This design comes from an exercise in tuning for small area, a short achievable clock period and few clock cycles per item on the open sky130 flow, not from production work. Only simulation tests tie the RTL to the original design; equivalence was not proved. No activity file was given, so power comes from the tool's default toggle rates.

`design/flow/design.v`:
```
`default_nettype none
package memWrDma_pkg;
	typedef logic [64-1:0] hostAddr_t;
	typedef logic [32-1:0]  lclAddr_t;
	typedef logic [64-1:0]  line_t;
	typedef logic [31:0]             cfgData_t;
	typedef logic [31:0]             byteCnt_t;
	typedef logic [12-1:0]   pload_t;
	typedef logic [10-1:0]   dwLen_t;
	typedef logic [7:0]              tag_t;
	typedef logic [15:0]             reqId_t;
	typedef struct packed {
		hostAddr_t hostBase;
		lclAddr_t  lclBase;
		byteCnt_t  byteCnt;
	} xferCfg_t;
	typedef struct packed {
		hostAddr_t hostAddr;
		lclAddr_t  lclAddr;
		pload_t    pload;    
		dwLen_t    dwLen;
		tag_t      tag;
	} pktDesc_t;
	typedef enum logic [1:0] {SEG_IDLE, SEG_ISSUE, SEG_WAIT} segState_t;
	typedef enum logic [1:0] {FRM_IDLE, FRM_HDR0, FRM_HDR1, FRM_DATA} frmState_t;
endpackage
`default_nettype wire
`default_nettype none
module memWrDma
#(
	parameter int DEPTH = 6
)
(
	input  wire                           i_CfgClk,
	input  wire                           i_ARst,
	input  wire                           i_CfgCyc,
	input  wire                           i_CfgStb,
	input  wire                           i_CfgWnR,
	input  wire [3:0]                     i_CfgAddr,
	input  wire memWrDma_pkg::cfgData_t   i_CfgWrData,
	output logic                          o_CfgAck,
	output memWrDma_pkg::cfgData_t        o_CfgRdData,
	input  wire memWrDma_pkg::pload_t     i_MaxPload,
	input  wire memWrDma_pkg::reqId_t     i_RequesterId,
	output logic                          o_MemRd,
	output memWrDma_pkg::lclAddr_t        o_MemRdAddr,
	input  wire                           i_MemReady,
	input  wire                           i_MemDv,
	input  wire memWrDma_pkg::line_t      i_MemRdData,
	output logic                          o_AstTxDv,
	output logic                          o_AstTxSop,
	output logic                          o_AstTxEop,
	output memWrDma_pkg::line_t           o_AstTxData,
	input  wire                           i_AstTxReady
);
	localparam int PW = $clog2(DEPTH);
	typedef enum logic [2:0] {S_IDLE, S_HDR0, S_HDR1, S_DATA, S_TAIL} frmState_t;
	logic [31:0] ctrlReg;
	logic [63:0] hostBase;
	logic [31:0] lclBase;
	logic        busy;
	logic        busyNext;
	logic        cfgWr;
	logic        xferWr;
	logic        start;
	assign cfgWr  = i_CfgCyc & i_CfgStb & i_CfgWnR & ~o_CfgAck;
	assign xferWr = cfgWr & ~busy;
	assign start  = xferWr && (i_CfgAddr == 4'h7) && ctrlReg[0] && (i_CfgWrData[31:3] != '0);
	always_ff @(posedge i_CfgClk or posedge i_ARst)
	begin
		if (i_ARst)
		begin
			o_CfgAck <= 1'b0;
			ctrlReg  <= '0;
			hostBase <= '0;
			lclBase  <= '0;
		end
		else
		begin
			o_CfgAck <= i_CfgCyc & i_CfgStb & ~o_CfgAck;
			if (cfgWr && (i_CfgAddr == 4'h0))
				ctrlReg <= i_CfgWrData;
			if (xferWr && (i_CfgAddr == 4'h4))
				hostBase[31:0] <= i_CfgWrData;
			if (xferWr && (i_CfgAddr == 4'h5))
				hostBase[63:32] <= i_CfgWrData;
			if (xferWr && (i_CfgAddr == 4'h6))
				lclBase <= i_CfgWrData;
		end
	end
	frmState_t   state;
	logic [28:0] remLines;     
	logic [3:0]  lineOff;      
	logic [24:0] hostMid;      
	logic        crossed;      
	logic        is4Dw;        
	logic [7:0]  tagCnt;
	logic [31:0] hostHi;
	logic        remOne;
	logic        lastInPkt;
	logic [4:0]  pktLines;
	logic [4:0]  bndLines;
	assign hostHi    = hostBase[63:32] + {31'd0, crossed};
	assign remOne    = (remLines == 29'd1);
	assign lastInPkt = (lineOff == 4'hF) || remOne;
	assign bndLines  = 5'd16 - {1'b0, lineOff};
	assign pktLines  = ((remLines[28:5] == '0) && (remLines[4:0] < bndLines)) ? remLines[4:0] : bndLines;
	memWrDma_pkg::line_t fifoMem [DEPTH];
	logic [PW-1:0] wrIdx;
	logic [PW-1:0] rdIdx;
	logic          wrPh;
	logic          rdPh;
	logic          fifoEmpty;
	logic          headOk;
	memWrDma_pkg::line_t head;
	assign fifoEmpty = (wrIdx == rdIdx) && (wrPh == rdPh);
	assign headOk    = ~fifoEmpty | i_MemDv;
	assign head      = fifoEmpty ? i_MemRdData : fifoMem[rdIdx];
	always_ff @(posedge i_CfgClk)
	begin
		if (i_MemDv)
			fifoMem[wrIdx] <= i_MemRdData;
	end
	logic        load;
	logic        beatOk;
	logic        pop;
	logic        nbSop;
	logic        nbEop;
	logic [63:0] nbData;
	frmState_t   nbState;
	logic [31:0] heldDw;
	assign load = ~o_AstTxDv | i_AstTxReady;
	always_comb
	begin
		beatOk  = 1'b0;
		pop     = 1'b0;
		nbSop   = 1'b0;
		nbEop   = 1'b0;
		nbData  = head;
		nbState = state;
		case (state)
			S_HDR0:
			begin
				beatOk  = 1'b1;
				nbSop   = 1'b1;
				nbData  = {i_RequesterId, tagCnt, 8'hFF,
					3'b010 | {2'b00, is4Dw}, 5'd0, 8'd0, 6'd0, 4'd0, pktLines, 1'b0};
				nbState = S_HDR1;
			end
			S_HDR1:
				if (is4Dw)
				begin
					beatOk  = 1'b1;
					nbData  = {hostMid, lineOff, hostBase[2:0], hostHi};
					nbState = S_DATA;
				end
				else
				begin
					beatOk  = headOk;
					pop     = 1'b1;
					nbData  = {head[31:0], hostMid, lineOff, hostBase[2:0]};
					nbState = lastInPkt ? S_TAIL : S_DATA;
				end
			S_DATA:
				if (is4Dw)
				begin
					beatOk  = headOk;
					pop     = 1'b1;
					nbEop   = lastInPkt;
					nbData  = head;
					nbState = lastInPkt ? (remOne ? S_IDLE : S_HDR0) : S_DATA;
				end
				else
				begin
					beatOk  = headOk;
					pop     = 1'b1;
					nbData  = {head[31:0], heldDw};
					nbState = lastInPkt ? S_TAIL : S_DATA;
				end
			S_TAIL:
			begin
				beatOk  = 1'b1;
				nbEop   = 1'b1;
				nbData  = {32'd0, heldDw};
				nbState = (remLines == '0) ? S_IDLE : S_HDR0;
			end
			default: ;
		endcase
	end
	logic doLoad;
	logic doPop;
	assign doLoad = load & beatOk;
	assign doPop  = doLoad & pop;
	assign busyNext = start | (busy & ~((state == S_IDLE) & load));
	always_ff @(posedge i_CfgClk or posedge i_ARst)
	begin
		if (i_ARst)
		begin
			state     <= S_IDLE;
			busy      <= 1'b0;
			o_AstTxDv <= 1'b0;
			tagCnt    <= '0;
			rdIdx     <= '0;
			wrIdx     <= '0;
			rdPh      <= 1'b0;
			wrPh      <= 1'b0;
		end
		else
		begin
			busy <= busyNext;
			if (i_MemDv)
			begin
				wrIdx <= (wrIdx == PW'(DEPTH - 1)) ? '0 : wrIdx + 1'b1;
				if (wrIdx == PW'(DEPTH - 1))
					wrPh <= ~wrPh;
			end
			if (start)
				state <= S_HDR0;
			else if (doLoad)
				state <= nbState;
			if (load)
				o_AstTxDv <= beatOk;
			if (doLoad && (state == S_HDR0))
				tagCnt <= tagCnt + 1'b1;
			if (doPop)
			begin
				rdIdx <= (rdIdx == PW'(DEPTH - 1)) ? '0 : rdIdx + 1'b1;
				if (rdIdx == PW'(DEPTH - 1))
					rdPh <= ~rdPh;
			end
		end
	end
	always_ff @(posedge i_CfgClk)
	begin
		if (doLoad)
		begin
			o_AstTxData <= nbData;
			o_AstTxSop  <= nbSop;
			o_AstTxEop  <= nbEop;
		end
		if (doPop)
			heldDw <= head[63:32];
		if (!busy)
		begin
			remLines <= i_CfgWrData[31:3];
			lineOff  <= hostBase[6:3];
			hostMid  <= hostBase[31:7];
			crossed  <= 1'b0;
			is4Dw    <= |hostBase[63:32];
		end
		else if (doPop)
		begin
			remLines <= remLines - 1'b1;
			lineOff  <= lineOff + 1'b1;
			if (lineOff == 4'hF)
			begin
				hostMid <= hostMid + 1'b1;
				if (&hostMid)
				begin
					crossed <= 1'b1;
					is4Dw   <= ~&hostBase[63:32];
				end
			end
		end
	end
	logic [DEPTH-1:0] pendT;
	logic [15:0]  pendX;
	logic [28:0]  rdAddr;
	logic         memAcc;
	logic         remBig;
	logic [3:0]   remLo;
	logic         more0;     
	logic         more1;     
	logic         moreAfter;
	logic         roomAfter;
	assign memAcc = o_MemRd & i_MemReady;
	assign pendX  = 16'(pendT);
	assign remBig = |remLines[28:4];
	assign remLo  = remLines[3:0];
	assign more0  = remBig | ((remLo != 4'd0) && !pendX[remLo - 4'd1]);
	assign more1  = remBig | ((remLo > 4'd1) && !pendX[remLo - 4'd2]);
	assign moreAfter = memAcc ? more1 : more0;
	assign roomAfter = (memAcc && !doPop) ? !pendT[DEPTH-2]
	                 : (!memAcc && doPop) ? 1'b1
	                 : !pendT[DEPTH-1];
	assign o_MemRdAddr = {rdAddr, lclBase[2:0]};
	always_ff @(posedge i_CfgClk or posedge i_ARst)
	begin
		if (i_ARst)
		begin
			o_MemRd <= 1'b0;
			pendT   <= '0;
		end
		else
		begin
			if (start)
				o_MemRd <= 1'b1;
			else
				o_MemRd <= busy & moreAfter & roomAfter;
			case ({memAcc, doPop})
				2'b10:   pendT <= {pendT[DEPTH-2:0], 1'b1};
				2'b01:   pendT <= {1'b0, pendT[DEPTH-1:1]};
				default: ;
			endcase
		end
	end
	always_ff @(posedge i_CfgClk)
	begin
		if (!busy)
			rdAddr <= lclBase[31:3];
		else if (memAcc)
			rdAddr <= rdAddr + 1'b1;
	end
	always_ff @(posedge i_CfgClk)
	begin
		case (i_CfgAddr)
			4'h0:     o_CfgRdData <= ctrlReg;
			4'h1:     o_CfgRdData <= {30'd0, ~busyNext, busyNext};
			4'h4: o_CfgRdData <= hostBase[31:0];
			4'h5: o_CfgRdData <= hostBase[63:32];
			4'h6:    o_CfgRdData <= lclBase;
			4'h7:      o_CfgRdData <= busyNext ? {remLines, 3'd0} : '0;
			default:           o_CfgRdData <= '0;
		endcase
	end
endmodule
`default_nettype wire
```
`design/flow/standard.sh`:
```
#!/bin/bash
# synth_recipe.tcl (not shown) runs the flow's synth.tcl, then flattens the netlist and writes it again
# the make line also repeats each setting of config.mk as NAME=value (left out here)
make -C /OpenROAD-flow-scripts/flow DESIGN_CONFIG=/design/flow/config.mk WORK_HOME=/design/flow/orfs CLKGATE_MAP_FILE= SYNTH_SCRIPT=/design/flow/synth_recipe.tcl "${@:-finish}"
```
`design/flow/config.mk`:
```
export PLATFORM = sky130hd
export DESIGN_NAME = memWrDma
export DESIGN_NICKNAME = memWrDma
export VERILOG_FILES = /design/flow/design.v
export SDC_FILE = /design/flow/constraint.sdc
export NUM_CORES = 4
export LEC_CHECK = 0
export ABC_CLOCK_PERIOD_IN_PS = 3000
export CAP_MARGIN = 20
export CORE_MARGIN = 2
export CORE_UTILIZATION = 40
export CTS_BUF_LIST = sky130_fd_sc_hd__clkbuf_16
export CTS_CLUSTER_DIAMETER = 100
export CTS_CLUSTER_SIZE = 30
export SETUP_SLACK_MARGIN = 5
export SLEW_MARGIN = 20
```
`design/flow/flow/run.sh`:
```
#!/bin/bash
# Standard layout, with the smallest buffer on every input and output port
set -euo pipefail
export BUFFER_PORTS_ARGS="-buffer_cell sky130_fd_sc_hd__buf_1"
bash standard.sh > flow_make.log 2>&1
```
`design/flow/constraint.sdc`:
```
create_clock -name core_clock -period 8.0 [get_ports {i_CfgClk}]
set_input_delay 1.6000 -clock core_clock [delete_from_list [all_inputs] [get_ports {i_CfgClk}]]
set_output_delay 1.6000 -clock core_clock [all_outputs]
set_load 0.01 [all_outputs]
```
==> results of run 1 <==
-- what timing repair did --
item                       in CTS  in global routing
buffers inserted               23                 10
resized for setup              26                 25
hold buffers                    0                  0
pin swaps                       6                  8
setup endpoints to repair     620                140
cloned                          2                  1
-- cells in the mapped netlist (11+ instances only) --
master,n
a21o_1,19
a21oi_1,122
a221o_1,18
a222oi_1,35
a22oi_1,63
and3_1,21
buf_1,11
buf_2,22
clkbuf_1,113
dfrtp_1,157
dfxtp_1,33
edfxtp_1,570
ha_1,18
inv_1,25
mux2_2,130
mux2i_1,79
mux4_2,66
nand2_1,216
nand3_1,66
nand4_1,25
nor2_1,172
nor3_1,26
nor4_1,26
o21ai_0,138
o221ai_1,13
xnor2_1,64
xor2_1,59
-- sequential cells by signal (all words and copies together) (netlist names), 4 cells and up --
register,count
ctrlReg,32
fifoMem,384
heldDw,32
hostBase,64
hostMid,25
lclBase,32
lineOff,4
o_AstTxData,64
o_CfgRdData,32
pendT,6
rdAddr,29
remLines,29
tagCnt,8
-- area by class of cell --
class,instances,area (sq um),share of cell area
Clock inverter,25,176.4,0.004740
Clock buffer,32,800.8,0.02151
Multi-Input combinational cell,1506,11410,0.3065
Timing Repair Buffer,326,1642,0.04410
Antenna cell,3,7.507,0.0002017
Sequential cell,760,21730,0.5837
Tap cell,1080,1351,0.03630
Inverter,27,107.6,0.002891
-- metrics by stage --
stage / instance area, sq um / total power [uW]
final: 37220 / 11840
after global routing: 37220 / 12310
after CTS: 37000 / 11800
after detailed placement: 35650 / 9656
after global placement: 35640 / 9563
after floorplan: 33640 / 8048
-- routing by layer --
metal	part of all wire	wire [um]
met5	0.00034	33
met4	0.035	3405
met3	0.071	6943
met2	0.47	45800
met1	0.43	41610
-- power breakdown --
part           switching (uW)  total [uW]  leakage (uW)  internal, uW
sequential                476        5750       0.00778          5270
combinational            2670        4080       0.00467          1410
clock                    1240        2020      0.000541           772
total                    4400       11800        0.0130          7450
-- cells in the final DEF (no fill, tap or decap), drive strengths merged, types with 47 or more instances in the layout --
cell type,instances
a22oi,63
edfxtp,570
mux2i,79
nand3,66
nor2,172
mux4,66
buf,325
mux2,132
o21ai,140
a21oi,122
xnor2,64
inv,47
xor2,59
dfrtp,157
nand2,217
-- how the worst min path moves through the flow --
stage          startpoint  endpoint  slack (ps)  depth (start not counted)
2_1_floorplan     crossed   crossed         430                          2
4_1_cts          o_CfgAck  o_CfgAck         460                          1
3_3_place_gp     o_CfgAck  o_CfgAck         430                          1
3_5_place_dp     o_CfgAck  o_CfgAck         440                          1
6_report         o_CfgAck  o_CfgAck         470                          1
5_1_grt          o_CfgAck  o_CfgAck         500                          1
-- critical path, delay by kind of cell (launching register included) --
family | cells | cell delay (ps)
mux | 1 | 340
flops | 1 | 450
compound gates | 3 | 1340
buf+inv | 2 | 670
-- cells by family after synthesis --
logic type               count (synthesis)  share of synthesized area
multiplexers                           277                     0.1125
buffers and inverters                  180                    0.02203
AO/OA/AOI/OAI                          473                    0.09250
adder cells (fa/ha/maj)                 18                   0.006733
XOR/XNOR                               123                    0.03221
AND/OR/NAND/NOR                        613                    0.08510
flip-flops                             760                     0.6489
==> impl_metrics.json, run 1 <==
{
  "cts_sinks": 760,
  "grt_pass1_wl_mm": 141.8,
  "timing.hold.ws_ps": 465.1,
  "hp-class": "flip-flop to flip-flop",
  "clk_pin_slew_worst_paths_ps": 120,
  "grt_antenna_before_repair": 5,
  "synthArstFlopShare": 0.2066,
  "status": "complete, no violations",
  "worstMarginPinSlew_ps": 1271,
  "synthCells": 2444,
  "insertion_delay_ps": 660,
  "grt_setup_unrepaired": "no",
  "finalSetupTns_ps": 0,
  "synthTopCellsByArea": "edfxtp_1 51%, dfrtp_1 12%, mux4_2 4.4%",
  "start_kind": "flip-flop",
  "regToRegStartpoint": "rdIdx[1]",
  "wl_mm": 97.79,
  "r2r_setup_slack_ps": 4990,
  "h-tree-depth": 1,
  "critPathMaxFanout": 45,
  "skew_ps": 30.59,
  "dp_slack_ps": 3791,
  "nNetsFinal": 2806,
  "synth_top_area_frac": 0.5117,
  "vdd_ir_drop_max_mv": 0.1908,
  "worstReg2RegEnd": "o_AstTxData[59]",
  "cp_slowest_cell": "o21ai_0",
  "numCtsBuffers": 31,
  "avgSynthCellArea_sq_um": 13.69,
  "first_iter_violations": 2694,
  "dp.cells": 3663,
  "yosysTopAreaCell": "edfxtp_1",
  "setup_ws_ps": 4987,
  "max_stage_delay_ps": 980,
  "final_layout_size_suffix_gt1_frac": 0.1435,
  "wl_per_cell_um": 26.02,
  "syn_area_sq_mm": 0.03345,
  "num_rows": 106,
  "cts_tree": "yes",
  "gp_congestion": 0.8929,
  "vias_per_cell": 5.831,
  "area_growth_pct": 11.28,
  "crit_start": "rdIdx[1]",
  "finalCriticalPeriod_ps": 3013,
  "vias": 21920,
  "drc": 0,
  "maxSlewViolCount": 0,
  "r2r_cells": 6,
  "fmax_ghz": 0.3319,
  "use_met2": 0.3488,
  "arrival_ps": 3520,
  "crit_type": "flip-flop to flip-flop",
  "crit_path_end_kind": "flip-flop",
  "ys_warn_count": 1,
  "grt_max_degree": 158,
  "yosysSeqAreaShare": 0.6489,
  "synth-main-ff-cell": "edfxtp_1",
  "synth_cell_types": 73,
  "grt_pass1_vias": 21060,
  "coreArea_sq_mm": 0.08329,
  "io_pins": 269,
  "fin_util": 0.4469,
  "antenna_left": 0,
  "synth-seq-cells": 760,
  "use_met3": 0.02799,
  "grt_busiest_layer": "met2",
  "chipWidth_um": 293.2,
  "die_area_sq_mm": 0.08595,
  "fin_crit_sh": 0.3766,
  "instances_no_fill": 3759,
  "maxCapViolCount": 0,
  "fill_cells": 7556,
  "met1_usage": 0.3184,
  "synthesis.nets": 2598,
  "clock_path_buffers": 3,
  "crit_path_cell_trace": "buf_4 > buf_4 > mux4_2 > o21ai_0 > o21ai_0 > a21o_1",
  "p_leak_uw": 0.01299,
  "drt-pass1-iter-count": 7,
  "die_h_um": 293.2,
  "required_ps": 8510,
  "clock-root-buffer": "clkbuf_16",
  "grt_overflow": 0,
  "portBuffers": 256,
  "track_usage": 0.2206,
  "critPathCapture": "o_AstTxData[59]",
  "start_util": 0.4016,
  "slew_headroom": 0.1438,
  "p_per_area_mw_per_mm2": 318.1,
  "synth-edff-count": 570,
  "hold_violations": 0,
  "setup_viol": 0,
  "dp_hpwl_mm": 64.29
}
Testbench counts, summed over its fixed seeds: cycles 38,242, bytes 198,928.
==> run 2, diff against run 1 <==
--- a/design/flow/config.mk
+++ b/design/flow/config.mk
@@ -10,7 +10,7 @@
 export CORE_MARGIN = 2
 export CORE_UTILIZATION = 40
 export CTS_BUF_LIST = sky130_fd_sc_hd__clkbuf_16
-export CTS_CLUSTER_DIAMETER = 100
-export CTS_CLUSTER_SIZE = 30
+export CTS_CLUSTER_DIAMETER = 80
+export CTS_CLUSTER_SIZE = 24
 export SETUP_SLACK_MARGIN = 5
 export SLEW_MARGIN = 20
==> impl_metrics.json, run 2 <==
{
  "status": "complete, no violations",
  "grt_antenna_before_repair": 4,
  "fin_util": 0.4519,
  "synth_cell_types": 73,
  "gp_congestion": 0.8929,
  "sw_frac_of_total": 0.3656,
  "chipWidth_um": 293.2,
  "start_kind": "flip-flop",
  "drc": 0,
  "vias_per_cell": 5.841,
  "p_per_area_mw_per_mm2": 326.7,
  "seqPwrFrac": 0.467,
  "clk_pin_slew_worst_paths_ps": 100,
  "maxCapViolCount": 0,
  "mostFrequentLayoutCells": "570 x edfxtp_1, 254 x buf_1, 214 x nand2_1",
  "grt_overflow": 0,
  "grt_pass1_vias": 21120,
  "clock_path_buffers": 3,
  "insertion_delay_ps": 610,
  "dp.cells": 3663,
  "wl_per_cell_um": 25.97,
  "synthCells": 2444,
  "maxSlewViolCount": 0,
  "die_h_um": 293.2,
  "final_common_cell": "edfxtp_1",
  "h-tree-depth": 2,
  "yosysSeqAreaShare": 0.6489,
  "synth_common_cells": "570 x edfxtp_1, 216 x nand2_1, 172 x nor2_1",
  "setup_viol": 0,
  "dp_hpwl_mm": 64.29,
  "fill_cells": 7505,
  "skew_ps": 41.31,
  "synthArstFlopShare": 0.2066,
  "slew_headroom": 0.1395,
  "hold_violations": 0,
  "comb_power_share": 0.333,
  "cts_tree": "yes",
  "p_switching_uw": 4495,
  "finalCriticalPeriod_ps": 3018,
  "avgSynthCellArea_sq_um": 13.69,
  "crit_type": "flip-flop to flip-flop",
  "grt_max_degree": 158,
  "drt-pass1-iter-count": 6,
  "critPathMaxFanout": 3,
  "numCtsBuffers": 41,
  "p_leak_uw": 0.01317,
  "vias": 22060,
  "required_ps": 8350,
  "synth_top_area_frac": 0.5117,
  "die_area_sq_mm": 0.08595,
  "area_growth_pct": 12.51,
  "internal_power_uw": 7800,
  "yosysTopAreaCell": "edfxtp_1",
  "reg_top3": "fifoMem x384, hostBase x64, o_AstTxData x64",
  "p_clk_frac": 0.200,
  "start_util": 0.4016,
  "cts_sinks": 760,
  "vdd_ir_drop_max_mv": 0.1845,
  "grt_pass1_wl_mm": 142.3,
  "largest_register_ffs": 384,
  "clock-root-buffer": "clkbuf_16",
  "arrival_ps": 3360,
  "io_pins": 269,
  "fmax_ghz": 0.3314,
  "synth.most_common_cell": "edfxtp_1",
  "num_rows": 106,
  "wl_mm": 98.04,
  "nNetsFinal": 2815,
  "final_layout_size_suffix_gt1_frac": 0.1481,
  "worstMarginPinSlew_ps": 1277,
  "coreArea_sq_mm": 0.08329,
  "first_iter_violations": 2549,
  "grt_setup_unrepaired": "yes",
  "antenna_left": 0,
  "synth-edff-count": 570,
  "synthTopCellsByArea": "edfxtp_1 51%, dfrtp_1 12%, mux4_2 4.4%",
  "synth-seq-cells": 760,
  "ys_warn_count": 1,
  "portBuffers": 256,
  "instances_no_fill": 3776,
  "synth-main-ff-cell": "edfxtp_1",
  "track_usage": 0.2222,
  "largest-register": "fifoMem",
  "syn_area_sq_mm": 0.03345,
  "hp-class": "flip-flop to flip-flop",
  "fin_crit_sh": 0.3772,
  "finalSetupTns_ps": 0,
  "crit_path_end_kind": "flip-flop",
  "synthesis.nets": 2598
}
==> run 2: cell types whose count changed in the layout (fill, tap and decap cells not counted), sizes merged <==
| cell | change |
|---|---|
| clkbuf | +13 |
| clkinvlp | +2 |
| inv | -1 |
| clkinv | +4 |
| diode | -1 |
| bufinv | +2 |
| buf | -2 |
==> run 2: cell type report <==
class / instances / area, sq um / area share
tap: 1080 / 1351 / 0.03591
timing repair buffer: 325 / 1662 / 0.04415
clock buffer: 44 / 1101 / 0.02926
clock inverter: 32 / 276.5 / 0.007347
multi-input combinational: 1506 / 11400 / 0.3030
sequential: 760 / 21730 / 0.5773
antenna: 2 / 5.005 / 0.0001330
inverter: 27 / 107.6 / 0.002859
==> run 2: routing by layer <==
| metal | global-route usage | up-vias | share of wire |
|---|---|---|---|
| met2 | 0.3462 | 981 | 0.46 |
| met4 | 0.07802 | 4 | 0.037 |
| met1 | 0.3177 | 11180 | 0.42 |
| met3 | 0.03404 | 134 | 0.081 |
| met5 | 0 | - | 0.00025 |
| li1 | - | 9757 | - |
==> run 2: critical path: stages (launching register included) <==
cell and delay, ps:
edfxtp_1 420, or4_4 580, nor4_4 220, buf_4 180, nand4_4 160, a211oi_4 270
buf_4 160, mux2_4 330, o211ai_1 420
==> run 2: cell families (layout without fill, tap and decap cells) <==
| kind of cell | count (synthesis) | after routing | share of synthesized area |
|---|---|---|---|
| buffers and inverters | 180 | 428 | 0.02203 |
| AND/OR/NAND/NOR | 613 | 613 | 0.08510 |
| multiplexers | 277 | 277 | 0.1125 |
| flip-flops | 760 | 760 | 0.6489 |
| other | 0 | 2 | 0 |
| XOR/XNOR | 123 | 123 | 0.03221 |
| adder cells (fa/ha/maj) | 18 | 18 | 0.006733 |
| AO/OA/AOI/OAI | 473 | 475 | 0.09250 |
==> run 2: per-stage QoR <==
stage	hold WS (ps)	power, uW	setup slack [ps]	instance area [sq um]
4_1_cts	459.0	12270	5002	37460
3_3_place_gp	428.2	9563	3792	35640
2_1_floorplan	432.5	8048	4263	33640
6_report	457.5	12290	4982	37630
3_5_place_dp	437.4	9656	3791	35650
5_1_grt	494.0	12770	4945	37630
==> run 2: power groups by stage <==
stage | clock network [uW] | logic [uW] | registers (uW)
2_1_floorplan | 0 | 2340 | 5710
4_1_cts | 2500 | 4040 | 5730
5_1_grt | 2640 | 4320 | 5820
3_5_place_dp | 0 | 3700 | 5950
6_report | 2460 | 4090 | 5750
3_3_place_gp | 0 | 3650 | 5910
==> run 2: path summary, 6_finish.rpt <==
path	startpoint	end	slack, ps	cells past startpoint
worst max-delay path	remLines[21]	o_AstTxData[5]	4980	8
worst min-delay path	o_CfgAck	o_CfgAck	460	1
worst max register to register	remLines[21]	o_AstTxData[5]	4980	8
worst min register to register	o_CfgAck	o_CfgAck	460	1
max in group asynchronous	i_ARst	rdIdx[0]	5970	3
min in group asynchronous	i_ARst	lclBase[4]	1280	3
==> run 2: repair_timing <==
action                     CTS  global route
setup buffers               25             7
gates cloned                 2             1
hold buffers                 0             0
gates resized for setup     35            21
setup endpoints to repair  634           153
pin swaps                    7             6
==> run 3, diff against run 2 <==
==> design/flow/config.mk (replaced) <==
export PLATFORM = sky130hd
export DESIGN_NAME = memWrDma
export DESIGN_NICKNAME = memWrDma
export VERILOG_FILES = /design/flow/design.v
export SDC_FILE = /design/flow/constraint.sdc
export NUM_CORES = 4
export LEC_CHECK = 0
export ABC_AREA = 1
export CAP_MARGIN = 20
export CORE_MARGIN = 2
export CORE_UTILIZATION = 40
export CTS_BUF_LIST = sky130_fd_sc_hd__clkbuf_16
export CTS_CLUSTER_DIAMETER = 90
export CTS_CLUSTER_SIZE = 28
export SETUP_SLACK_MARGIN = 5
export SLEW_MARGIN = 20
==> impl_metrics.json, run 3 <==
{
  "status": "complete, no violations",
  "skew_ps": 40.93,
  "fin_area_sq_mm": 0.03906,
  "yosysSeqAreaShare": 0.6136,
  "grt_pass1_wl_mm": 163.1,
  "synthArstFlopShare": 0.2066,
  "worstMarginPinSlew_ps": 1006,
  "largest_register_ffs": 384,
  "vias": 27370,
  "clk_pin_slew_worst_paths_ps": 100,
  "multi_input_comb_area_sq_mm": 0.01210,
  "cts_sinks": 760,
  "fin_crit_sh": 0.3740,
  "die_area_sq_mm": 0.09084,
  "syn_area_sq_mm": 0.03538,
  "p_per_area_mw_per_mm2": 312.5,
  "hp-class": "flip-flop to flip-flop",
  "synth-main-ff-cell": "edfxtp_1",
  "dpl_cell_area_sq_mm": 0.03739,
  "io_pins": 269,
  "grt_antenna_before_repair": 10,
  "final_common_cell": "nand2_1",
  "synth_top_area_frac": 0.4838,
  "grt_overflow": 0,
  "layout.area.seq_sq_mm": 0.02171,
  "die_h_um": 301.4,
  "clock-root-buffer": "clkbuf_16",
  "start_kind": "input port",
  "vias_per_cell": 5.447,
  "setup_ws_ps": 5008,
  "dp_hpwl_mm": 74.04,
  "coreArea_sq_mm": 0.08797,
  "mostFrequentLayoutCells": "810 x nand2_1, 570 x edfxtp_1, 472 x nor2_1",
  "cts_tree": "yes",
  "crit_path_end_kind": "flip-flop",
  "drc": 0,
  "finalCriticalPeriod_ps": 2992,
  "vdd_ir_drop_max_mv": 0.2228,
  "grt_setup_unrepaired": "yes",
  "dp_slack_ps": 3329,
  "synth_common_cells": "817 x nand2_1, 570 x edfxtp_1, 482 x nor2_1",
  "finalSetupTns_ps": 0,
  "grt_pass1_vias": 25130,
  "largest-register": "fifoMem",
  "area_growth_pct": 10.41,
  "numCtsBuffers": 38,
  "grt_max_degree": 158,
  "critPathMaxFanout": 32,
  "final_layout_size_suffix_gt1_frac": 0.05808,
  "synthCells": 3654,
  "reg_top3": "fifoMem x384, hostBase x64, o_AstTxData x64",
  "slew_headroom": 0.3296,
  "track_usage": 0.2382,
  "fill_cells": 8572,
  "nNetsFinal": 3981,
  "timing.hold.ws_ps": 461.5,
  "synthesis.nets": 3808,
  "start_util": 0.4022,
  "required_ps": 8500,
  "wl_per_cell_um": 22.10,
  "synthTopCellsByArea": "edfxtp_1 48%, dfrtp_1 11%, nand2_1 8.7%",
  "insertion_delay_ps": 630,
  "synth_cell_types": 51,
  "gp_congestion": 0.9120,
  "antenna_left": 0,
  "ys_warn_count": 1,
  "setup_viol": 0,
  "chipWidth_um": 301.4,
  "fmax_ghz": 0.3342,
  "hold_violations": 0,
  "r2r_setup_slack_ps": 5190,
  "portBuffers": 256,
  "synth-seq-cells": 760,
  "avgSynthCellArea_sq_um": 9.682,
  "p_leak_uw": 0.01442,
  "synth.most_common_cell": "nand2_1",
  "first_iter_violations": 3153,
  "crit_type": "input port to flip-flop",
  "yosysTopAreaCell": "edfxtp_1",
  "clock_path_buffers": 3,
  "maxSlewViolCount": 0,
  "num_rows": 109,
  "h-tree-depth": 2,
  "maxCapViolCount": 0,
  "synth-edff-count": 570,
  "arrival_ps": 3490,
  "drt-pass1-iter-count": 8,
  "wl_mm": 111.1
}
==> run 3: critical path: stages <==
cell,delay (ps)
buf_1,90
inv_1,150
nor2_4,160
inv_2,60
nor3_2,200
buf_12,240
nand3_1,160
nor2_4,220
nor2_2,40
buf_4,240
o21ai_1,290
==> run 3: power breakdown <==
part	switching, uW	internal [uW]
Sequential	448	5200
Clock	1380	971
Combinational	2990	1210
==> run 3: layout make-up <==
type	instances	area share
flip-flops and latches	760	0.5560
repair inverters	2	0.0003203
well taps	1165	0.03732
clock buffers	40	0.02563
clock inverters	30	0.006503
multi-input cells	2470	0.3099
inverters	247	0.02521
diodes	3	0.0001922
repair buffers	308	0.03895
==> run 3: repair_timing <==
| item | CTS | global route |
|---|---|---|
| cloned | 4 | 2 |
| gates resized for setup | 28 | 26 |
| hold buffers | 0 | 0 |
| endpoints found under the setup margin | 490 | 120 |
| buffers inserted | 7 | 6 |
| endpoints found under the hold margin | 0 | 0 |
| pin swaps | 3 | 3 |
==> run 3: worst paths after layout <==
path,start,endpoint,depth (start not counted)
setup / recovery,i_CfgAddr[2],o_CfgRdData[23],11
hold / removal,o_CfgAck,o_CfgAck,1
setup reg to reg,rdIdx[0],o_AstTxData[6],7
hold reg to reg,o_CfgAck,o_CfgAck,1
max in group asynchronous,i_ARst,rdIdx[0],3
min in group asynchronous,i_ARst,pendT[0],3
==> run 3: logic make-up after synthesis <==
family          Yosys count  synth area share
simple gates           1639            0.1933
flops                   760            0.6136
compound gates          738            0.1181
buf+inv                 426           0.05065
xor+xnor                 73           0.01807
fa+ha+maj                18          0.006366
==> run 3: routing by layer <==
| layer | global-route usage | vias to the layer above | share of wire | routed length [um] |
|---|---|---|---|---|
| li1 | - | 12830 | - | - |
| met1 | 0.3427 | 13300 | 0.43 | 47750 |
| met2 | 0.3788 | 1092 | 0.46 | 51520 |
| met3 | 0.03235 | 137 | 0.079 | 8816 |
| met4 | 0.06314 | 12 | 0.026 | 2897 |
| met5 | 0 | - | 0.00069 | 77 |
==> run 3: through the flow <==
| step | util | cells | power, uW |
|---|---|---|---|
| after floorplan | - | 3654 | 8255 |
| after global placement | 0.4251 | 4933 | 9662 |
| after detailed placement | 0.4251 | 4933 | 9714 |
| after CTS | 0.4422 | 5014 | 12190 |
| after global routing | 0.4440 | 5025 | 12840 |
| final | 0.4440 | 5025 | 12210 |
==> run 4, diff against run 3 <==
--- a/design/flow/config.mk
+++ b/design/flow/config.mk
@@ -5,7 +5,7 @@
 export SDC_FILE = /design/flow/constraint.sdc
 export NUM_CORES = 4
 export LEC_CHECK = 0
-export ABC_AREA = 1
+export ABC_CLOCK_PERIOD_IN_PS = 3000
 export CAP_MARGIN = 20
 export CORE_MARGIN = 2
 export CORE_UTILIZATION = 40
==> impl_metrics.json, run 4 <==
{
  "final_common_cell": "edfxtp_1",
  "syn_area_sq_mm": 0.03345,
  "slew_headroom": 0.1425,
  "synth_common_cells": "570 x edfxtp_1, 216 x nand2_1, 172 x nor2_1",
  "maxSlewViolCount": 0,
  "cp_slowest_cell": "or4_4",
  "cts_tree": "yes",
  "synth-edff-count": 570,
  "drt-pass1-iter-count": 8,
  "start_util": 0.4016,
  "yosysTopAreaCell": "edfxtp_1",
  "portBuffers": 256,
  "synth_top_family_by_area": "multiplexers",
  "wl_met3_mm": 7.469,
  "synth_compound_area_frac": 0.09250,
  "area_growth_pct": 11.65,
  "required_ps": 8310,
  "fmax_ghz": 0.3349,
  "top_layer_used": "met5",
  "coreArea_sq_mm": 0.08329,
  "start_kind": "flip-flop",
  "p_per_area_mw_per_mm2": 321.5,
  "maxCapViolCount": 0,
  "timing.critical_path.buf_inv": 2,
  "synth_fa_ha_area_frac": 0.006733,
  "synth-main-ff-cell": "edfxtp_1",
  "wl_mm": 98.18,
  "die_h_um": 293.2,
  "hold_buffers": 0,
  "track_usage": 0.2225,
  "hold_violations": 0,
  "num_rows": 106,
  "timing.hold.ws_ps": 467.5,
  "clk_pin_slew_worst_paths_ps": 110,
  "numCtsBuffers": 36,
  "skew_ps": 51.57,
  "met2_length_mm": 45.64,
  "antenna_left": 0,
  "synthCells": 2444,
  "clock-root-buffer": "clkbuf_16",
  "cts_sinks": 760,
  "critical_path_depth": 8,
  "grt_overflow": 0,
  "vias": 22090,
  "critPathTopFamily": "simple AND/OR/NAND/NOR gates",
  "crit_top_cell": "buf_4",
  "dp_hpwl_mm": 64.29,
  "p_leak_uw": 0.01305,
  "drc": 0,
  "synthSimpleGateAreaFrac": 0.08510,
  "fin_area_sq_mm": 0.03735,
  "gp_congestion": 0.8929,
  "avgSynthCellArea_sq_um": 13.69,
  "clock_path_buffers": 3,
  "h-tree-depth": 2,
  "wl_met1_mm": 41.32,
  "chipWidth_um": 293.2,
  "multi_input_comb_area_sq_mm": 0.01138,
  "synth-xor-area-share": 0.03221,
  "synthesis.nets": 2598,
  "first_iter_violations": 2574,
  "max_stage_delay_ps": 580,
  "reg_top3": "fifoMem x384, hostBase x64, o_AstTxData x64",
  "synth.most_common_cell": "edfxtp_1",
  "grt_pass1_vias": 21140,
  "grt_pass1_wl_mm": 142.5,
  "largest-register": "fifoMem",
  "grt_max_degree": 158,
  "fin_crit_sh": 0.3733,
  "critPathMaxFanout": 4,
  "synthMuxAreaShare": 0.1125,
  "grt_antenna_before_repair": 7,
  "insertion_delay_ps": 610,
  "ys_warn_count": 1,
  "r2r_cells": 8,
  "synthArstFlopShare": 0.2066,
  "largest_register_ffs": 384,
  "mostFrequentLayoutCells": "570 x edfxtp_1, 254 x buf_1, 214 x nand2_1",
  "vdd_ir_drop_max_mv": 0.1951,
  "grt_setup_unrepaired": "yes",
  "crit_path_cell_trace": "or4_4 > nor4_4 > buf_4 > nand4_4 > a211oi_4 > buf_4 > mux2i_2 > o221ai_2",
  "arrival_ps": 3300,
  "crit_path_end_kind": "flip-flop",
  "dpl_cell_area_sq_mm": 0.03565,
  "wl_per_cell_um": 26.07,
  "final_layout_size_suffix_gt1_frac": 0.1454,
  "synth_cell_types": 73,
  "whs_path_depth": 1,
  "hp-class": "flip-flop to flip-flop",
  "worstMarginPinSlew_ps": 1273,
  "die_area_sq_mm": 0.08595,
  "status": "complete, no violations",
  "synth_top_area_frac": 0.5117,
  "setup_viol": 0,
  "io_pins": 269,
  "synthTopCellsByArea": "edfxtp_1 51%, dfrtp_1 12%, mux4_2 4.4%",
  "layout.area.seq_sq_mm": 0.02173,
  "yosysSeqAreaShare": 0.6489,
  "finalCriticalPeriod_ps": 2986,
  "nNetsFinal": 2810,
  "synth-seq-cells": 760,
  "total_power_uw": 12010,
  "crit_type": "flip-flop to flip-flop",
  "fill_cells": 7544,
  "vias_per_cell": 5.865,
  "finalSetupTns_ps": 0
}
## run 4: cell types whose count changed in the layout (fill, tap and decap cells not counted), moves of 47 or more
cell     change
xnor2_1     +47
o21ai_0    -330
nor2_1     -309
nand3_1    -116
nand2_1    -596
inv_1      -204
mux4_2      +66
mux2i_1     +77
mux2_2     +129
a22oi_1     +60
## run 4: metrics by stage
step | util | worst slack, ps | cells
2_1_floorplan | - | 4263 | 2444
3_3_place_gp | 0.4279 | 3792 | 3662
6_report | 0.4484 | 5014 | 3766
4_1_cts | 0.4461 | 5001 | 3754
3_5_place_dp | 0.4280 | 3791 | 3663
5_1_grt | 0.4484 | 4960 | 3765
## run 4: area by class of cell
class                           instances  area share
Tap cell                             1080     0.03618
Sequential cell                       760      0.5818
Multi-Input combinational cell       1506      0.3048
Timing Repair Buffer                  325     0.04426
Clock buffer                           36     0.02412
Antenna cell                            3   0.0002010
Inverter                               27    0.002881
Clock inverter                         29    0.005796
## run 4: repair_timing
item | in CTS | in global routing
setup endpoints to repair | 633 | 152
cloned | 2 | 1
setup buffers | 24 | 8
pin swaps | 6 | 5
resized for setup | 29 | 22
## run 4: metal layers
metal | global-route usage | up-vias
met5 | 0 | -
met4 | 0.07715 | 6
met3 | 0.03018 | 136
met2 | 0.3486 | 981
met1 | 0.3196 | 11240
li1 | - | 9721
## run 4: cell families after synthesis
family / Yosys count
flops: 760
compound gates: 473
simple gates: 613
mux: 277
xor+xnor: 123
fa+ha+maj: 18
buf+inv: 180
## run 4: report_power, final
part	internal (uW)	leakage, uW	total, uW	switching (uW)
logic	1400	0.00467	4080	2680
clock network	870	0.000599	2180	1310
registers	5270	0.00778	5750	478
## run 4: worst paths after layout
kind / start / to / slack (ps)
setup / recovery: remLines[24] / o_AstTxData[2] / 5010
hold / removal: o_CfgAck / o_CfgAck / 470
setup reg to reg: remLines[24] / o_AstTxData[2] / 5010
hold reg to reg: o_CfgAck / o_CfgAck / 470
max in group asynchronous: i_ARst / rdIdx[0] / 5980
min in group asynchronous: i_ARst / lclBase[4] / 1280
==> run 5, diff against run 4 <==
--- a/design/flow/design.v
+++ b/design/flow/design.v
@@ -28,7 +28,7 @@
 `default_nettype none
 module memWrDma
 #(
-	parameter int DEPTH = 6
+	parameter int DEPTH = 5
 )
 (
 	input  wire                           i_CfgClk,
==> impl_metrics.json, run 5 <==
{
  "p_leak_uw": 0.01270,
  "fin_crit_sh": 0.3749,
  "ys_warn_count": 1,
  "synthSimpleGateAreaFrac": 0.09007,
  "clock-root-buffer": "clkbuf_16",
  "worstMarginPinSlew_ps": 1007,
  "h-tree-depth": 2,
  "synth_top_area_frac": 0.4774,
  "setup_viol": 0,
  "start_util": 0.4035,
  "synth-edff-count": 506,
  "reg_top3": "fifoMem x320, hostBase x64, o_AstTxData x64",
  "chipWidth_um": 286.1,
  "grt_pass1_wl_mm": 141.1,
  "synth-xor-area-share": 0.03110,
  "instances_no_fill": 3657,
  "grt_pass1_vias": 21150,
  "synth_top_family_by_area": "multiplexers",
  "grt_max_degree": 100,
  "drc": 0,
  "vias_per_cell": 6.015,
  "avgSynthCellArea_sq_um": 13.38,
  "critPathMaxFanout": 29,
  "numCtsBuffers": 36,
  "portBuffers": 256,
  "maxCapViolCount": 0,
  "drt-pass1-iter-count": 8,
  "first_iter_violations": 2734,
  "antenna_left": 0,
  "yosysSeqAreaShare": 0.6208,
  "synthMuxAreaShare": 0.1148,
  "synth.most_common_cell": "edfxtp_1",
  "insertion_delay_ps": 620,
  "hold_buffers": 0,
  "status": "complete, no violations",
  "grt_busiest_layer": "met2",
  "final_layout_size_suffix_gt1_frac": 0.1614,
  "vias": 22000,
  "synth_cell_types": 88,
  "synth_compound_area_frac": 0.1040,
  "synth_fa_ha_area_frac": 0.008649,
  "p_per_area_mw_per_mm2": 305.6,
  "whs_path_depth": 1,
  "fmax_ghz": 0.3334,
  "hold_violations": 0,
  "start_kind": "input port",
  "area_growth_pct": 12.07,
  "cts_sinks": 695,
  "synthArstFlopShare": 0.2245,
  "num_rows": 103,
  "cts_tree": "yes",
  "syn_area_sq_mm": 0.03183,
  "dp_hpwl_mm": 65.09,
  "largest_register_ffs": 320,
  "met1_usage": 0.3243,
  "synthCells": 2379,
  "synth-seq-cells": 695,
  "r2r_cells": 7,
  "dp.cells": 3561,
  "yosysTopAreaCell": "edfxtp_1",
  "crit_type": "input port to flip-flop",
  "die_area_sq_mm": 0.08184,
  "wl_mm": 96.31,
  "use_met2": 0.3695,
  "nNetsFinal": 2735,
  "maxSlewViolCount": 0,
  "synthTopCellsByArea": "edfxtp_1 48%, dfrtp_1 12%, mux2_2 5.7%",
  "die_h_um": 286.1,
  "synth_common_cells": "506 x edfxtp_1, 174 x nor2_1, 160 x mux2_2",
  "hp-class": "flip-flop to flip-flop",
  "use_met3": 0.03349,
  "track_usage": 0.2293,
  "wl_per_cell_um": 26.34,
  "grt_antenna_before_repair": 8,
  "crit_path_end_kind": "flip-flop",
  "finalCriticalPeriod_ps": 2999,
  "clock_path_buffers": 3,
  "fin_util": 0.4522,
  "slew_headroom": 0.3285,
  "arrival_ps": 3490,
  "skew_ps": 41.78,
  "clk_pin_slew_worst_paths_ps": 110,
  "gp_congestion": 0.8970,
  "required_ps": 8490,
  "synth-main-ff-cell": "edfxtp_1",
  "coreArea_sq_mm": 0.07887,
  "grt_overflow": 0,
  "largest-register": "fifoMem",
  "finalSetupTns_ps": 0,
  "io_pins": 269,
  "synthesis.nets": 2537,
  "mostFrequentLayoutCells": "506 x edfxtp_1, 254 x buf_1, 169 x nor2_1",
  "vdd_ir_drop_max_mv": 0.1960,
  "grt_setup_unrepaired": "no",
  "final_common_cell": "edfxtp_1"
}
run 5: cells by family (layout without fill, tap and decap cells):
family | Yosys count | in the layout
AND/OR/NAND/NOR | 577 | 579
buffers and inverters | 236 | 456
other | 0 | 5
XOR/XNOR | 113 | 113
multiplexers | 265 | 265
flip-flops | 695 | 695
adder cells (fa/ha/maj) | 22 | 22
AO/OA/AOI/OAI | 471 | 472
run 5: timing repair:
item | 4_1_cts | 5_1_grt
gates cloned | 2 | 2
buffers inserted | 13 | 10
setup endpoints to repair | 449 | 223
pin swaps | 4 | 4
gates resized for setup | 42 | 26
run 5: per-stage QoR:
step / setup slack (ps) / cell area, sq um / total power [uW] / hold slack (ps)
6_report: 5001 / 35670 / 10900 / 456.0
3_5_place_dp: 3648 / 33950 / 8633 / 437.9
4_1_cts: 4543 / 35450 / 10920 / 458.3
5_1_grt: 5003 / 35660 / 11380 / 496.9
2_1_floorplan: 4246 / 32100 / 7351 / 440.6
3_3_place_gp: 3737 / 33950 / 8551 / 432.0
run 5: area by class of cell:
type | count | area, sq um
Antenna cell | 5 | 12.51
Clock buffer | 38 | 950.9
Clock inverter | 25 | 269.0
Fill cell | 7171 | 43200
Inverter | 73 | 301.5
Multi-Input combinational cell | 1451 | 11450
Sequential cell | 695 | 19780
Tap cell | 1050 | 1314
Timing Repair Buffer | 319 | 1589
Timing Repair inverter | 1 | 5.005
run 5: final timing paths:
kind                                         to  slack, ps            start
min in group asynchronous              pendT[3]        970           i_ARst
worst max register to register  o_AstTxData[26]       5050         rdIdx[2]
max in group asynchronous           hostBase[5]       5490           i_ARst
worst max-delay path            o_CfgRdData[19]       5000  i_CfgWrData[25]
worst min-delay path                   o_CfgAck        460         o_CfgAck
worst min register to register         o_CfgAck        460         o_CfgAck
run 5: report_power, final:
| group | switching (uW) | internal [uW] |
|---|---|---|
| clock | 1250 | 956 |
| combinational | 2040 | 1370 |
| sequential | 478 | 4800 |
| total | 3770 | 7130 |
run 5: metal layers:
| layer | wire (um) | up-vias |
|---|---|---|
| met2 | 45200 | 1074 |
| li1 | - | 9617 |
| met4 | 2639 | 6 |
| met1 | 40500 | 11180 |
| met3 | 7940 | 119 |
| met5 | 37 | - |
run 5: worst max-delay path: stages:
cell and delay (ps):
buf_1 210, nor4_4 420, nand4_1 230, o211ai_1 280, a21boi_2 80, buf_4 240, a221o_1 380
Testbench counts of run 5, summed over its fixed seeds: cycles 40,842, bytes 198,928.
==> run 6, diff against run 5 <==
--- a/design/flow/config.mk
+++ b/design/flow/config.mk
@@ -8,9 +8,10 @@
 export ABC_CLOCK_PERIOD_IN_PS = 3000
 export CAP_MARGIN = 20
 export CORE_MARGIN = 2
-export CORE_UTILIZATION = 40
+export CORE_UTILIZATION = 65
 export CTS_BUF_LIST = sky130_fd_sc_hd__clkbuf_16
 export CTS_CLUSTER_DIAMETER = 90
 export CTS_CLUSTER_SIZE = 28
+export PLACE_DENSITY = 0.75
 export SETUP_SLACK_MARGIN = 5
 export SLEW_MARGIN = 20
==> impl_metrics.json, run 6 <==
{
  "status": "complete, no violations",
  "vias_per_cell": 6.915,
  "clk_pin_slew_worst_paths_ps": 110,
  "synthCells": 2379,
  "fmax_ghz": 0.3394,
  "insertion_delay_ps": 640,
  "dpl_cell_area_sq_mm": 0.03342,
  "chipWidth_um": 225.3,
  "num_rows": 81,
  "synthArstFlopShare": 0.2245,
  "fill_cells": 3342,
  "whs_path_depth": 1,
  "max_stage_delay_ps": 450,
  "min-delay-start": "o_CfgAck",
  "timing.hold.ws_ps": 461.6,
  "track_usage": 0.3500,
  "skew_ps": 33.94,
  "crit_type": "input port to flip-flop",
  "met2_length_mm": 41.20,
  "fin_area_sq_mm": 0.03492,
  "coreArea_sq_mm": 0.04865,
  "synth-main-ff-cell": "edfxtp_1",
  "die_h_um": 225.3,
  "antenna_left": 0,
  "p_leak_uw": 0.01265,
  "final_common_cell": "edfxtp_1",
  "setup_viol": 0,
  "h-tree-depth": 1,
  "maxCapViolCount": 0,
  "grt_pass1_wl_mm": 133.1,
  "fin_crit_sh": 0.3683,
  "finalSetupTns_ps": 0,
  "portBuffers": 256,
  "grt_pass1_vias": 21520,
  "gp_congestion": 0.8842,
  "wl_met3_mm": 9.194,
  "holdPathEnd": "o_CfgAck",
  "reg_top3": "fifoMem x320, hostBase x64, o_AstTxData x64",
  "die_area_sq_mm": 0.05075,
  "ys_warn_count": 1,
  "grt_antenna_before_repair": 0,
  "total_power_uw": 10440,
  "drt-pass1-iter-count": 9,
  "yosysTopAreaCell": "edfxtp_1",
  "crit_path_cell_trace": "buf_2 > nor2b_1 > nand2_1 > nor2_4 > buf_12",
  "avgSynthCellArea_sq_um": 13.38,
  "hold_buffers": 0,
  "slew_headroom": 0.2654,
  "hp-class": "flip-flop to flip-flop",
  "largest_register_ffs": 320,
  "synth_common_cells": "506 x edfxtp_1, 174 x nor2_1, 160 x mux2_2",
  "synth-edff-count": 506,
  "grt_overflow": 0,
  "critPathMaxFanout": 54,
  "synthesis.nets": 2537,
  "numCtsBuffers": 29,
  "io_pins": 269,
  "top_layer_used": "met4",
  "vdd_ir_drop_max_mv": 0.2883,
  "syn_area_sq_mm": 0.03183,
  "cp_slowest_cell": "nor2_4",
  "synth.most_common_cell": "edfxtp_1",
  "start_util": 0.6542,
  "hold_violations": 0,
  "dp_hpwl_mm": 58.94,
  "clock-root-buffer": "clkbuf_16",
  "maxSlewViolCount": 0,
  "wl_mm": 89.48,
  "grt_setup_unrepaired": "no",
  "cts_tree": "yes",
  "cts_sinks": 695,
  "arrival_ps": 3230,
  "regToRegStartpoint": "rdIdx[0]",
  "crit_path_end_kind": "flip-flop",
  "synth_cell_types": 88,
  "start_kind": "input port",
  "worstMarginPinSlew_ps": 1094,
  "synthTopCellsByArea": "edfxtp_1 48%, dfrtp_1 12%, mux2_2 5.7%",
  "yosysSeqAreaShare": 0.6208,
  "required_ps": 8290,
  "p_per_area_mw_per_mm2": 298.9,
  "nNetsFinal": 2738,
  "synth_top_area_frac": 0.4774,
  "largest-register": "fifoMem",
  "finalCriticalPeriod_ps": 2946,
  "vias": 22310,
  "clock_path_buffers": 3,
  "r2r_setup_slack_ps": 5080,
  "wl_per_cell_um": 27.74,
  "first_iter_violations": 3057,
  "fin_util": 0.7179,
  "worstReg2RegEnd": "hostMid[15]",
  "mostFrequentLayoutCells": "506 x edfxtp_1, 254 x buf_1, 170 x nor2_1",
  "drc": 0,
  "wl_met1_mm": 36.36,
  "r2r_cells": 7,
  "area_growth_pct": 9.726,
  "grt_max_degree": 157,
  "synth-seq-cells": 695,
  "final_layout_size_suffix_gt1_frac": 0.1571
}
## run 6: stage by stage
| step | setup slack, ps | cells |
|---|---|---|
| 6_report | 5054 | 3226 |
| 5_1_grt | 4987 | 3225 |
| 4_1_cts | 4765 | 3201 |
| 3_3_place_gp | 3788 | 3129 |
| 2_1_floorplan | 4246 | 2379 |
| 3_5_place_dp | 3676 | 3129 |
## run 6: kinds of logic (layout without fill, tap and decap cells)
| logic type | after synthesis | in the layout | share of synthesized area |
|---|---|---|---|
| other cells | 0 | 1 | 0 |
| mux | 265 | 265 | 0.1148 |
| xor+xnor | 113 | 113 | 0.03110 |
| simple gates | 577 | 579 | 0.09007 |
| buf+inv | 236 | 457 | 0.03062 |
| flops | 695 | 695 | 0.6208 |
| fa+ha+maj | 22 | 22 | 0.008649 |
| compound gates | 471 | 472 | 0.1040 |
## run 6: layout make-up
class                   instances  area, sq um  area share
clock buffers                  30        750.7     0.02150
flip-flops and latches        695        19780      0.5664
inverters                      73        310.3    0.008885
multi-input cells            1451        11450      0.3278
well taps                     622        778.2     0.02229
diodes                          1        2.502  0.00007166
clock inverters                24        110.1    0.003153
repair buffers                330         1743     0.04991
## run 6: metal layers
layer | vias up | track usage
met2 | 1313 | 0.5440
met5 | - | 0
met1 | 11240 | 0.5160
li1 | 9596 | -
met3 | 161 | 0.05346
met4 | 0 | 0.1104
## run 6: worst max-delay path by stage
| stage | startpoint | endpoint | depth (start not counted) |
|---|---|---|---|
| after CTS | i_MemDv | fifoMem[1][55] | 5 |
| after floorplan | i_MemDv | fifoMem[4][0] | 2 |
| after global routing | i_MemDv | fifoMem[3][4] | 5 |
| after detailed placement | i_MemDv | fifoMem[1][58] | 5 |
| after global placement | i_MemDv | fifoMem[2][4] | 4 |
| final | i_MemDv | fifoMem[3][4] | 5 |
## run 6: repair_timing
item	4_1_cts	5_1_grt
resized for setup	40	23
endpoints found under the setup margin	581	315
cloned	2	2
setup buffers	16	22
pin swaps	8	9
## run 6: worst max-delay path: cells and delay by family
family | cells | cell delay [ps]
and+or+nand+nor | 3 | 930
buffers and inverters | 2 | 600
## run 6: report_power, final
part           switching (uW)  total, uW  leakage (uW)  internal (uW)
registers                 479       5280       0.00718           4800
clock network            1100       1800      0.000491            695
logic                    1950       3360       0.00498           1410
==> run 7, diff against run 6 <==
--- a/design/flow/design.v
+++ b/design/flow/design.v
@@ -28,7 +28,7 @@
 `default_nettype none
 module memWrDma
 #(
-	parameter int DEPTH = 5
+	parameter int DEPTH = 6
 )
 (
 	input  wire                           i_CfgClk,
==> impl_metrics.json, run 7 <==
{
  "dp_hpwl_mm": 59.01,
  "seqPwrFrac": 0.481,
  "clock-root-buffer": "clkbuf_16",
  "numCtsBuffers": 34,
  "synth_top_area_frac": 0.5117,
  "avgSynthCellArea_sq_um": 13.69,
  "clk_pin_slew_worst_paths_ps": 110,
  "gp_congestion": 0.9165,
  "wl_mm": 90.81,
  "synthesis.nets": 2598,
  "synth-edff-count": 570,
  "coreArea_sq_mm": 0.05109,
  "syn_area_sq_mm": 0.03345,
  "mostFrequentLayoutCells": "570 x edfxtp_1, 254 x buf_1, 214 x nand2_1",
  "die_h_um": 230.9,
  "start_util": 0.6547,
  "cp_slowest_cell": "o21ai_0",
  "drt-pass1-iter-count": 8,
  "status": "complete, no violations",
  "synthCells": 2444,
  "largest-register": "fifoMem",
  "sw_frac_of_total": 0.3617,
  "reg_top3": "fifoMem x384, hostBase x64, o_AstTxData x64",
  "antenna_left": 0,
  "finalSetupTns_ps": 0,
  "portBuffers": 256,
  "start_kind": "flip-flop",
  "instances_no_fill": 3358,
  "die_area_sq_mm": 0.05329,
  "critPathMaxFanout": 69,
  "cts_tree": "yes",
  "maxSlewViolCount": 0,
  "setup_viol": 0,
  "track_usage": 0.3392,
  "arrival_ps": 3450,
  "grt_antenna_before_repair": 5,
  "synthTopCellsByArea": "edfxtp_1 51%, dfrtp_1 12%, mux4_2 4.4%",
  "synth-seq-cells": 760,
  "hold_violations": 0,
  "chipWidth_um": 230.9,
  "final_layout_size_suffix_gt1_frac": 0.1405,
  "crit_path_cell_trace": "buf_4 > buf_4 > o21ai_0 > o21ai_0 > a21o_1",
  "crit_type": "flip-flop to flip-flop",
  "io_pins": 269,
  "slew_headroom": 0.1917,
  "wl_per_cell_um": 27.04,
  "ys_warn_count": 1,
  "nNetsFinal": 2808,
  "final_common_cell": "edfxtp_1",
  "dpl_cell_area_sq_mm": 0.03519,
  "synth_cell_types": 73,
  "fin_area_sq_mm": 0.03671,
  "fin_util": 0.7185,
  "cts_sinks": 760,
  "p_switching_uw": 4313,
  "h-tree-depth": 2,
  "clock_path_buffers": 3,
  "first_iter_violations": 3291,
  "grt_max_degree": 104,
  "grt_overflow": 0,
  "hp-class": "flip-flop to flip-flop",
  "fmax_ghz": 0.3359,
  "insertion_delay_ps": 600,
  "finalCriticalPeriod_ps": 2977,
  "grt_setup_unrepaired": "no",
  "timing.critical_path.buf_inv": 2,
  "yosysTopAreaCell": "edfxtp_1",
  "vias_per_cell": 6.671,
  "grt_pass1_vias": 21680,
  "timing.hold.ws_ps": 456.2,
  "maxCapViolCount": 0,
  "p_clk_frac": 0.179,
  "synth.most_common_cell": "edfxtp_1",
  "area_growth_pct": 9.752,
  "grt_pass1_wl_mm": 134.4,
  "synth-main-ff-cell": "edfxtp_1",
  "skew_ps": 20.22,
  "critPathTopFamily": "compound AO/OA/AOI/OAI gates",
  "num_rows": 83,
  "yosysSeqAreaShare": 0.6489,
  "largest_register_ffs": 384,
  "fin_crit_sh": 0.3721,
  "p_leak_uw": 0.01299,
  "max_stage_delay_ps": 960,
  "dp.cells": 3271,
  "required_ps": 8470,
  "p_per_area_mw_per_mm2": 324.8,
  "vias": 22400,
  "synthArstFlopShare": 0.2066,
  "synth_common_cells": "570 x edfxtp_1, 216 x nand2_1, 172 x nor2_1",
  "vdd_ir_drop_max_mv": 0.1863,
  "worstMarginPinSlew_ps": 1200,
  "comb_power_share": 0.340,
  "crit_path_end_kind": "flip-flop",
  "drc": 0,
  "internal_power_uw": 7611
}
## run 7: changes by cell type in the layout (fill, tap and decap cells not counted), sizes merged, moves of 14 or more
cell    delta
a21oi     -18
a221o     -28
a222oi    -17
a22oi     +55
a31oi     -14
edfxtp    +64
inv       -49
mux2      -33
mux2i     +40
nand2     +96
nor4      -24
o21ai     +57
xnor2     -14
xor2      +24
## run 7: what timing repair did
action	4_1_cts	5_1_grt
endpoints found under the setup margin	486	115
pin swaps	6	4
cloned	5	1
setup buffers	11	10
hold buffers	0	0
resized for setup	24	14
## run 7: path summary, 6_finish.rpt
| kind | startpoint | cells after the start | slack (ps) | endpoint |
|---|---|---|---|---|
| setup / recovery | rdIdx[2] | 5 | 5020 | o_AstTxData[55] |
| hold / removal | o_CfgAck | 1 | 460 | o_CfgAck |
| setup reg to reg | rdIdx[2] | 5 | 5020 | o_AstTxData[55] |
| hold reg to reg | o_CfgAck | 1 | 460 | o_CfgAck |
| max in group asynchronous | i_ARst | 3 | 5780 | rdIdx[0] |
| min in group asynchronous | i_ARst | 2 | 1020 | lclBase[6] |
## run 7: layer usage
layer / global-route usage / part of all wire / vias to the layer above
met5: 0 / 0.00031 / -
met4: 0.1212 / 0.042 / 4
met3: 0.05657 / 0.093 / 213
met2: 0.5347 / 0.47 / 1343
met1: 0.4845 / 0.39 / 11110
li1: - / - / 9731
## run 7: layout make-up
type                    instances  area [sq um]
multi-input cells            1509         11350
well taps                     680         850.8
flip-flops and latches        760         21730
inverters                      27         107.6
repair buffers                322          1585
fillers                      3467         14380
clock inverters                20         132.6
clock buffers                  38         950.9
diodes                          2         5.005
## run 7: per-stage QoR
stage	worst slack, ps	total power [uW]
global route	4978	12350
finish	5023	11920
CTS	4991	11790
global placement	3912	9444
floorplan	4263	8048
detailed placement	3871	9569
## run 7: power groups by stage
stage | clock (uW) | sequential [uW] | combinational, uW
2_1_floorplan | 0 | 5710 | 2340
3_3_place_gp | 0 | 5870 | 3580
3_5_place_dp | 0 | 5910 | 3660
4_1_cts | 2150 | 5720 | 3930
5_1_grt | 2270 | 5800 | 4280
6_report | 2130 | 5740 | 4050
## run 7: logic make-up (layout without fill, tap and decap cells)
kind of cell	count (synthesis)	in the layout	synth area share
xor gates and xnor gates	123	123	0.03221
DFF	760	760	0.6489
other	0	2	0
adders and majority gates	18	18	0.006733
and+or+nand+nor	613	616	0.08510
AOI/OAI and AO/OA	473	475	0.09250
buffers and inverters	180	407	0.02203
muxes	277	277	0.1125
## run 7: worst reg2reg max path: cells and delay by family, from the launching register on
family	cells	cell delay (ps)
AOI/OAI and AO/OA	3	1450
buffers and inverters	2	940
DFF	1	450
Testbench counts of run 7, summed over its fixed seeds: cycles 38,242, bytes 198,928.
==> run 8, diff against run 7 <==
--- a/design/flow/config.mk
+++ b/design/flow/config.mk
@@ -5,7 +5,7 @@
 export SDC_FILE = /design/flow/constraint.sdc
 export NUM_CORES = 4
 export LEC_CHECK = 0
-export ABC_CLOCK_PERIOD_IN_PS = 3000
+export ABC_CLOCK_PERIOD_IN_PS = 6000
 export CAP_MARGIN = 20
 export CORE_MARGIN = 2
 export CORE_UTILIZATION = 65
==> impl_metrics.json, run 8 <==
{
  "drc": 0,
  "grt_pass1_wl_mm": 134.4,
  "drt-pass1-iter-count": 8,
  "track_usage": 0.3392,
  "critPathTopFamily": "compound AO/OA/AOI/OAI gates",
  "holdPathEnd": "o_CfgAck",
  "synth-seq-cells": 760,
  "ys_warn_count": 1,
  "synthesis.nets": 2598,
  "syn_area_sq_mm": 0.03345,
  "status": "complete, no violations",
  "wl_mm": 90.81,
  "coreArea_sq_mm": 0.05109,
  "synth_top_area_frac": 0.5117,
  "hold_violations": 0,
  "cp_slowest_cell": "o21ai_0",
  "timing.critical_path.buf_inv": 2,
  "start_util": 0.6547,
  "dp_hpwl_mm": 59.01,
  "wl_per_cell_um": 27.04,
  "whs_path_depth": 1,
  "insertion_delay_ps": 600,
  "final_layout_size_suffix_gt1_frac": 0.1405,
  "synth-edff-count": 570,
  "vias": 22400,
  "fmax_ghz": 0.3359,
  "yosysTopAreaCell": "edfxtp_1",
  "min-delay-start": "o_CfgAck",
  "crit_type": "flip-flop to flip-flop",
  "timing.hold.ws_ps": 456.2,
  "critPathMaxFanout": 69,
  "synthTopCellsByArea": "edfxtp_1 51%, dfrtp_1 12%, mux4_2 4.4%",
  "r2r_cells": 5,
  "synth_cell_types": 73,
  "clock_path_buffers": 3,
  "crit_path_cell_trace": "buf_4 > buf_4 > o21ai_0 > o21ai_0 > a21o_1",
  "regToRegStartpoint": "rdIdx[2]",
  "vdd_ir_drop_max_mv": 0.1863,
  "avgSynthCellArea_sq_um": 13.69,
  "gp_congestion": 0.9165,
  "die_h_um": 230.9,
  "antenna_left": 0,
  "p_leak_uw": 0.01299,
  "crit_path_end_kind": "flip-flop",
  "cts_sinks": 760,
  "final_common_cell": "edfxtp_1",
  "worstMarginPinSlew_ps": 1200,
  "first_iter_violations": 3291,
  "synthCells": 2444,
  "h-tree-depth": 2,
  "finalCriticalPeriod_ps": 2977,
  "clock-root-buffer": "clkbuf_16",
  "synthArstFlopShare": 0.2066,
  "setup_ws_ps": 5023,
  "finalSetupTns_ps": 0,
  "reg_top3": "fifoMem x384, hostBase x64, o_AstTxData x64",
  "start_kind": "flip-flop",
  "grt_max_degree": 104,
  "slew_headroom": 0.1917,
  "dp_slack_ps": 3871,
  "grt_setup_unrepaired": "no",
  "mostFrequentLayoutCells": "570 x edfxtp_1, 254 x buf_1, 214 x nand2_1",
  "p_per_area_mw_per_mm2": 324.8,
  "maxSlewViolCount": 0,
  "required_ps": 8470,
  "vias_per_cell": 6.671,
  "synth-main-ff-cell": "edfxtp_1",
  "skew_ps": 20.22,
  "largest_register_ffs": 384,
  "yosysSeqAreaShare": 0.6489,
  "setup_viol": 0,
  "total_power_uw": 11920,
  "fin_util": 0.7185,
  "max_stage_delay_ps": 960,
  "hp-class": "flip-flop to flip-flop",
  "chipWidth_um": 230.9,
  "cts_tree": "yes",
  "grt_antenna_before_repair": 5,
  "numCtsBuffers": 34,
  "grt_pass1_vias": 21680,
  "arrival_ps": 3450,
  "num_rows": 83,
  "fin_crit_sh": 0.3721,
  "largest-register": "fifoMem",
  "worstReg2RegEnd": "o_AstTxData[55]",
  "io_pins": 269,
  "clk_pin_slew_worst_paths_ps": 110,
  "r2r_setup_slack_ps": 5020,
  "portBuffers": 256,
  "die_area_sq_mm": 0.05329,
  "fill_cells": 3467,
  "synth.most_common_cell": "edfxtp_1",
  "synth_common_cells": "570 x edfxtp_1, 216 x nand2_1, 172 x nor2_1",
  "area_growth_pct": 9.752,
  "maxCapViolCount": 0,
  "nNetsFinal": 2808,
  "grt_overflow": 0
}
==> run 8: cell counts in the layout (fill, tap and decap cells not counted) <==
No cell type changed its count.
==> run 8: routing by layer <==
layer / vias to the layer above / track usage / wire [um]
met3: 213 / 0.05657 / 8409
met5: - / 0 / 28
met1: 11110 / 0.4845 / 35680
met4: 4 / 0.1212 / 3776
li1: 9731 / - / -
met2: 1343 / 0.5347 / 42910
==> run 8: where the power goes <==
part,internal [uW],total (uW),switching (uW)
registers,5270,5740,472
logic,1430,4050,2620
clock network,912,2130,1220
==> run 8: cells by family (layout without fill, tap and decap cells) <==
group                    Yosys count  after routing  synth area share
flip-flops                       760            760            0.6489
AND/OR/NAND/NOR                  613            616           0.08510
AO/OA/AOI/OAI                    473            475           0.09250
multiplexers                     277            277            0.1125
buffers and inverters            180            407           0.02203
XOR/XNOR                         123            123           0.03221
adder cells (fa/ha/maj)           18             18          0.006733
other                              0              2                 0
==> run 8: how the worst max path moves through the flow <==
| stage | start | depth (start not counted) | to | slack, ps |
|---|---|---|---|---|
| floorplan | i_AstTxReady | 7 | hostMid[0] | 4260 |
| global placement | i_MemDv | 5 | hostMid[16] | 3910 |
| detailed placement | i_MemDv | 5 | hostMid[18] | 3870 |
| CTS | remLines[0] | 8 | remLines[24] | 4990 |
| global route | remLines[1] | 8 | remLines[27] | 4980 |
| finish | rdIdx[2] | 5 | o_AstTxData[55] | 5020 |
==> run 8: worst register-to-register path: stages (launching register included) <==
cell and delay [ps]:
dfrtp_4 450, buf_4 290, buf_4 650, o21ai_0 240
o21ai_0 960, a21o_1 250
==> run 8: final cells by class <==
cell class              count  area [sq um]  share of cell area
repair buffers            322          1585             0.04318
clock buffers              38         950.9             0.02590
inverters                  27         107.6            0.002931
well taps                 680         850.8             0.02318
diodes                      2         5.005           0.0001363
clock inverters            20         132.6            0.003613
flip-flops and latches    760         21730              0.5918
multi-input cells        1509         11350              0.3093
==> run 8: timing repair <==
item	4_1_cts	5_1_grt
buffers inserted	11	10
cloned	5	1
resized for setup	24	14
hold buffers	0	0
endpoints found under the setup margin	486	115
pin swaps	6	4
==> run 8: stage by stage <==
stage / instance area, sq um / std cells
after global routing: 36710 / 3357
after global placement: 35190 / 3271
after CTS: 36550 / 3345
after detailed placement: 35190 / 3271
final: 36710 / 3358
after floorplan: 33640 / 2444

==> afterwards: timing with drivers on the ports <==
The flow's constraints put no driver on any port. The routed layouts listed below were extracted and timed again, unchanged, in two steps. Step 1 sets driving cells, clkbuf_16 on the clock port and buf_2 on the other inputs (assumed; they add their load-dependent delay and slew). Step 2, shift: input delay + t, output delay - t, t = (earliest + latest rising clock arrival at the registers) / 2. This alone moves slack from input paths to output paths. Three values: no drivers, after step 1, after step 2; two values: the first two.
| run | t (ns) | setup WS [ns] |
|---|---|---|
| run 1 | 0.709 | 4.987 / 4.981 / 4.378 |
| run 2 | 0.661 | 4.982 / 4.982 / 4.427 |
| run 3 | 0.674 | 5.008 / 4.953 / 4.374 |
| run 4 | 0.651 | 5.014 / 5.014 / 4.376 |
| run 5 | 0.659 | 5.001 / 5.028 / 4.368 |
| run 6 | 0.688 | 5.054 / 5.027 / 4.393 |
| run 7 | 0.653 | 5.023 / 5.023 / 4.431 |
| run 8 | 0.653 | 5.023 / 5.023 / 4.431 |
After both steps every run listed still meets setup and hold.
